Context: an optimization exercise on an open-source flow, tuned for small area, a short achievable clock period and few clock cycles. The choices shown serve that exercise and are no tape-out recipe. In this exercise RTL edits were held to simulation tests only and were not proved equivalent to the original. Power and IR drop assume default switching activity.

## build 15
Design sa_tile, start of the top module:
module sa_tile (
    input  logic          clk,
    input  logic          rst_n,
    input  logic          start,
    input  logic [15:0]   k_len,
    input  logic          in_valid,
    output logic          in_ready,
    input  logic [31:0]   a_in,
    input  logic [31:0]   b_in,
    output logic          out_valid,
    input  logic          out_ready,
    output logic [1:0]    out_row,
    output logic [127:0]  out_data,
    output logic          busy,
    output logic          done
);
    logic        feed, wait1, wait2, drain;
    logic [15:0] rem;           
    logic        rem_is1;       
    logic        v0;            
    logic [3:0]  row_oh;
    logic [3:0]  sel [4];       
    logic [15:0] rem_m1;
    logic        fire, job_go, last_take;
    assign fire      = feed & in_valid;
    assign job_go    = ~busy & start & (k_len != 16'd0);
    assign last_take = drain & out_ready & row_oh[3];
    always_ff @(posedge clk or negedge rst_n) begin
        if (!rst_n) begin
            feed    <= 1'b0;
            wait1   <= 1'b0;
            wait2   <= 1'b0;
            drain   <= 1'b0;
            busy    <= 1'b0;
            done    <= 1'b0;
            rem     <= 16'd0;
            rem_is1 <= 1'b0;
            v0      <= 1'b0;
            row_oh  <= 4'b0001;
            out_row <= 2'd0;
        end else begin
            done   <= last_take;
            v0     <= fire;
            wait1  <= fire & rem_is1;
            wait2  <= wait1;
            if (job_go) begin
  ...
Size: roughly 6900 cells after synthesis, ~220 I/O pins, about 60000 um^2 of cells after synthesis.
Settings: LEC_CHECK=0, CAP_MARGIN=20, CORE_MARGIN=2, CORE_UTILIZATION=63, CTS_CLUSTER_DIAMETER=100, CTS_CLUSTER_SIZE=30, PLACE_DENSITY=0.7, SETUP_SLACK_MARGIN=4.7, SLEW_MARGIN=20; clock period 9.0 ns.
standard.sh (not shown) runs the stock make flow with config.mk's settings and CLKGATE_MAP_FILE= SYNTH_SCRIPT=/design/flow/synth_recipe.tcl, a recipe that flattens the netlist after the stock synthesis.
==> flow/flow/run.sh <==
#!/bin/bash
# Standard layout, with plain buffers (buf_2) as the port buffers instead of
# the resizer's default pick. make's full output goes to flow_make.log.
set -euo pipefail
bash standard.sh "BUFFER_PORTS_ARGS=-buffer_cell sky130_fd_sc_hd__buf_2" finish > flow_make.log 2>&1
Build 15 completed end to end with timing, DRC and antenna clean.
Testbench counts of build 15, summed over its fixed seeds: cycles 17,359.
--- input diff build 15..build 88 ---
==> flow/run.sh (new file) <==
#!/bin/bash
# synth_recipe.tcl (not shown) runs the flow's synth.tcl, then flattens the netlist and writes it again
# the make line also repeats each setting of config.mk as NAME=value (left out here)
make -C /OpenROAD-flow-scripts/flow DESIGN_CONFIG=/design/flow/config.mk WORK_HOME=/design/flow/orfs CLKGATE_MAP_FILE= SYNTH_SCRIPT=/design/flow/synth_recipe.tcl finish
-- flow/config.mk --
<<< build 15, line 10
export CORE_UTILIZATION = 63
export CTS_CLUSTER_DIAMETER = 100
export CTS_CLUSTER_SIZE = 30
export PLACE_DENSITY = 0.7
export SETUP_SLACK_MARGIN = 4.7
>>> build 88, line 10
export CORE_UTILIZATION = 40
removed: flow/flow/run.sh
removed: flow/standard.sh
## What came out
Build 88 has completed all stages; timing, DRC and antenna checks passed. Between build 88 and build 15, it is build 88 whose multi-input gate share of total cell area is lower, by 1.7 points. Looking at number of buffer and inverter instances along the worst setup path, build 88 sits 4 higher than build 15 does. The higher total cell area at the placement stage of build 15 and build 88 is in build 88. In the reports for build 15 and build 88, the larger synthesis-to-layout area growth belongs to build 88. Re met2 wirelength from detailed routing: build 88 is 5.6% down on build 15. Compared with build 15, build 88 shows a lower global-route usage. In the reports for build 15 and build 88, the smaller global routing usage on met1 belongs to build 88. On die span in x: between build 15 and build 88, it ends up higher for build 88. In the metrics for build 15 and build 88, the one carrying the higher maximum single-stage delay on the critical path is build 15. Taking build 15 as the reference, in build 88 number of setup buffers added after CTS decreased by 1 relative to the old numbers, power consumption increased by 780 uW relative to the old numbers.
--- input diff build 88..build 47 ---
==> flow/flow/run.sh (new file) <==
#!/bin/bash
# Standard layout, with plain buffers (buf_2) as the port buffers instead of
# the resizer's default pick. make's full output goes to flow_make.log.
set -euo pipefail
bash standard.sh "BUFFER_PORTS_ARGS=-buffer_cell sky130_fd_sc_hd__buf_2" finish > flow_make.log 2>&1
==> flow/standard.sh (new file) <==
#!/bin/bash
# synth_recipe.tcl (not shown) runs the flow's synth.tcl, then flattens the netlist and writes it again
# the make line also repeats each setting of config.mk as NAME=value (left out here)
make -C /OpenROAD-flow-scripts/flow DESIGN_CONFIG=/design/flow/config.mk WORK_HOME=/design/flow/orfs CLKGATE_MAP_FILE= SYNTH_SCRIPT=/design/flow/synth_recipe.tcl "${@:-finish}"
-- flow/config.mk --
<<< build 88, line 10
export CORE_UTILIZATION = 40
>>> build 47, line 10
export CORE_UTILIZATION = 60
export PLACE_DENSITY = 0.68
export SETUP_SLACK_MARGIN = 4.85
removed: flow/run.sh
## What came out
Delta(final cell count, build 47 - build 88) < 0
Build 88 → build 47: final worst-path setup slack increased 0.64 ns; worst slack at placement decreased 0.10 ns; power drawn by the clock network decreased about 3%.
Between build 47 and build 88, total cell area at the placement stage is lower for build 47, build 88 comes in above that.
Inputs modified between build 47 and build 63:
==> flow/run.sh (new file) <==
#!/bin/bash
# synth_recipe.tcl (not shown) runs the flow's synth.tcl, then flattens the netlist and writes it again
# the make line also repeats each setting of config.mk as NAME=value (left out here)
make -C /OpenROAD-flow-scripts/flow DESIGN_CONFIG=/design/flow/config.mk WORK_HOME=/design/flow/orfs CLKGATE_MAP_FILE= SYNTH_SCRIPT=/design/flow/synth_recipe.tcl finish
-- flow/config.mk --
<<< build 47, line 10
export CORE_UTILIZATION = 60
export PLACE_DENSITY = 0.68
export SETUP_SLACK_MARGIN = 4.85
>>> build 63, line 10
export CORE_UTILIZATION = 55
export SETUP_SLACK_MARGIN = 4.5
removed: flow/flow/run.sh
removed: flow/standard.sh
==> comparison <==
- Build 63 finished all stages; the layout is clean.
- Min clock skew across build 63 and build 47: build 63
- Final critical delay including setup and external delays (build 63 over build 47): increase, 0.31 ns
- Build 63 ended up with sel[1][1]$_SDFFE_PP0P_ as its worst setup path startpoint; build 47 ended up with two_r[0][1]$_DFF_P_.
- On build 63: core area is about 9% higher than what build 47 gave.
- Lower power drawn by the clock network among build 63 and build 47: build 63
- Relative to build 47, the depth of the worst register-to-register path of build 63 is higher by 2.
- Relative to build 47, the first-pass GRT wire length measured on build 63 has increased slightly.
- Of the two values seen for critical path capture point, out_data[47] was produced by build 63 and g_row[1].g_col[0].u_pe.lo[15]$_DFF_P_ by build 47.
> inputs changed (build 63 -> build 20)
==> flow/flow/run.sh (new file) <==
#!/bin/bash
# Standard layout, with plain buffers (buf_2) as the port buffers instead of
# the resizer's default pick. make's full output goes to flow_make.log.
set -euo pipefail
bash standard.sh "BUFFER_PORTS_ARGS=-buffer_cell sky130_fd_sc_hd__buf_2" finish > flow_make.log 2>&1
==> flow/standard.sh (new file) <==
#!/bin/bash
# synth_recipe.tcl (not shown) runs the flow's synth.tcl, then flattens the netlist and writes it again
# the make line also repeats each setting of config.mk as NAME=value (left out here)
make -C /OpenROAD-flow-scripts/flow DESIGN_CONFIG=/design/flow/config.mk WORK_HOME=/design/flow/orfs CLKGATE_MAP_FILE= SYNTH_SCRIPT=/design/flow/synth_recipe.tcl "${@:-finish}"
-- flow/config.mk --
<<< build 63, line 10
export CORE_UTILIZATION = 55
export SETUP_SLACK_MARGIN = 4.5
>>> build 20, line 10
export CORE_UTILIZATION = 60
export CTS_CLUSTER_DIAMETER = 80
export CTS_CLUSTER_SIZE = 24
export PLACE_DENSITY = 0.75
export SETUP_SLACK_MARGIN = 4.7
removed: flow/run.sh
[summary]
Number of clock buffer instances in the layout: build 20 vs build 63 down 61%
Compared to build 63, build 20 has vias after detailed routing about 4.6% higher.
Build 63 → build 20: overall die height went down, cell area shows a reduction of 1.8%.
Global-route usage: build 20 and build 63 compared, lower one is build 63
Going from build 63 to build 20, number of fillers in the final layout shrinks by 1492.
Diff build 63 -> build 20: number of instances resized during post-cts repair increased by 60 relative to the old numbers; antenna diode count shows an increase of 2; global-route wire length before repair shows a reduction of 1.5%.

v37:
sa_tile again, from the RTL that the note above started with.
==> flow/design.v (excerpt) <==
module sa_tile (
    input  logic          clk,
    input  logic          rst_n,
    input  logic          start,
    input  logic [15:0]   k_len,
    input  logic          in_valid,
    output logic          in_ready,
    input  logic [31:0]   a_in,
    input  logic [31:0]   b_in,
    output logic          out_valid,
    input  logic          out_ready,
    output logic [1:0]    out_row,
    output logic [127:0]  out_data,
    output logic          busy,
    output logic          done
);
==> flow/config.mk <==
export PLATFORM = sky130hd
export DESIGN_NAME = sa_tile
export DESIGN_NICKNAME = sa_tile
export VERILOG_FILES = /design/flow/design.v
export SDC_FILE = /design/flow/constraint.sdc
export NUM_CORES = 4
export LEC_CHECK = 0
export CAP_MARGIN = 20
export CORE_MARGIN = 2
export CORE_UTILIZATION = 40
export SETUP_SLACK_MARGIN = 4
export SLEW_MARGIN = 20
==> flow/constraint.sdc <==
create_clock -name core_clock -period 9.0 [get_ports {clk}]
set_input_delay 1.8000 -clock core_clock [delete_from_list [all_inputs] [get_ports {clk}]]
set_output_delay 1.8000 -clock core_clock [all_outputs]
set_load 0.01 [all_outputs]
run.sh (not shown) runs the stock make flow with config.mk's settings and CLKGATE_MAP_FILE= SYNTH_SCRIPT=/design/flow/synth_recipe.tcl, a recipe that flattens the netlist after the stock synthesis.
Stock flow here: none of the scripts above is used.
v37 was carried through to the last stage, and its layout satisfied the timing, DRC and antenna checks.
Testbench counts of v37, summed over its fixed seeds: cycles 17,359.
The inputs of v16 differ from those of v37 as listed below.
- CORE_UTILIZATION now 60, was 40
- SETUP_SLACK_MARGIN now 4.6, was 4
- CTS_CLUSTER_SIZE now 24, previously not set
- PLACE_DENSITY now 0.68, previously not set
- CTS_CLUSTER_DIAMETER now 80, previously not set
==> flow/flow/run.sh (new file) <==
#!/bin/bash
# Standard layout, with plain buffers (buf_2) as the port buffers instead of
# the resizer's default pick. make's full output goes to flow_make.log.
set -euo pipefail
bash standard.sh "BUFFER_PORTS_ARGS=-buffer_cell sky130_fd_sc_hd__buf_2" finish > flow_make.log 2>&1
==> flow/standard.sh (new file) <==
#!/bin/bash
# synth_recipe.tcl (not shown) runs the flow's synth.tcl, then flattens the netlist and writes it again
# the make line also repeats each setting of config.mk as NAME=value (left out here)
make -C /OpenROAD-flow-scripts/flow DESIGN_CONFIG=/design/flow/config.mk WORK_HOME=/design/flow/orfs CLKGATE_MAP_FILE= SYNTH_SCRIPT=/design/flow/synth_recipe.tcl "${@:-finish}"
removed: flow/run.sh
Findings:
The multi-input logic portion of the cell area of v16 is higher than that of v37. Post-synthesis to final-layout area growth on v16 is down relative to v37. The share of the clock period used by the worst path after layout in v16 was lower than what v37 gave. Compared to v37, the router laid down less metal wire for v16. In the reports for v37 and v16, the smaller starting DRC count in detailed routing belongs to v37. v16 reports its highest metal layer used by the detailed router as met5 while v37 reports met4. Looking at critical path depth in cells, v16 sits 11 lower than v37 does. For v37, the critical-path cell with the highest stage delay was sky130_fd_sc_hd__fa_1, unlike v16, where it was sky130_fd_sc_hd__dfxtp_1.
The following lists how v55 was set up differently from v16:
- a deleted CTS_CLUSTER_SIZE that had been 24
- a change of SETUP_SLACK_MARGIN from 4.6 to 4.7
- a deleted CTS_CLUSTER_DIAMETER that had been 80
==> run summary <==
- v55 reached the end of the flow, and the finished layout is clean on the timing, DRC and antenna checks.
- In v55, the clock-buffer cell count came out about 110% above the value in v16.
- Post-route fraction of the period consumed by the critical path delta for v55 relative to v16: 1.1 points lower
- Compared with v16, in v55 layout overhead on the synthesized area moved up, post-route cell area moved up, clock share of power moved up.
Setup changes, v55 to v33
- PLACE_DENSITY removed (was 0.68)
- SETUP_SLACK_MARGIN changed from 4.7 to 5
- CORE_UTILIZATION changed from 60 to 40
==> flow/run.sh (new file) <==
#!/bin/bash
# synth_recipe.tcl (not shown) runs the flow's synth.tcl, then flattens the netlist and writes it again
# the make line also repeats each setting of config.mk as NAME=value (left out here)
make -C /OpenROAD-flow-scripts/flow DESIGN_CONFIG=/design/flow/config.mk WORK_HOME=/design/flow/orfs CLKGATE_MAP_FILE= SYNTH_SCRIPT=/design/flow/synth_recipe.tcl finish
removed: flow/flow/run.sh
removed: flow/standard.sh
Findings:
[compare] base=v55 new=v33: clock-buffer cell count went down by 2, detailed route wirelength on metal2 higher, final core utilization fell by 16 points.

re-timing with driven ports:
In the flow no input, the clock included, has a driving cell. The finished layouts below were timed again as built, in two steps.
Step 1 assumes that a clkbuf_16 drives the clock port and a buf_2 every other input.
Step 2 adds t to the input delays and takes it off the output delays; t is the mean of the earliest and latest rising clock arrival at the registers after step 1. Input paths then give back, and output paths get back, about the clock's delay inside the block.
Slacks: no drivers / after step 1 / after step 2; pairs: no drivers / after step 1.
run | shift t [ns] | slack for setup (ns) | hold WS [ns]
build 15 | 0.727 | 4.777 / 4.701 / 4.786 | 0.361 / 0.361 / 0.361
build 88 | 0.787 | 4.217 / 4.217 / 4.217 | 0.347 / 0.347 / 0.347
build 47 | 0.756 | 4.861 / 4.861 / 4.861 | 0.368 / 0.368 / 0.368
build 63 | 0.752 | 4.556 / 4.477 / 4.146 | 0.371 / 0.371 / 0.371
build 20 | 0.718 | 4.725 / 4.651 / 4.606 | 0.361 / 0.361 / 0.361
v37 | 0.787 | 4.265 / 4.260 / 4.265 | 0.347 / 0.347 / 0.347
v16 | 0.749 | 4.688 / 4.614 / 4.753 | 0.383 / 0.383 / 0.383
v55 | 0.749 | 4.785 / 4.785 / 4.785 | 0.364 / 0.364 / 0.364
v33 | 0.789 | 4.848 / 4.848 / 4.545 | 0.355 / 0.355 / 0.355
After both steps setup and hold are still met in every run listed. For build 63, which loses most, drivers alone change the setup slack by -0.079 ns; drivers and shift together by -0.410 ns.
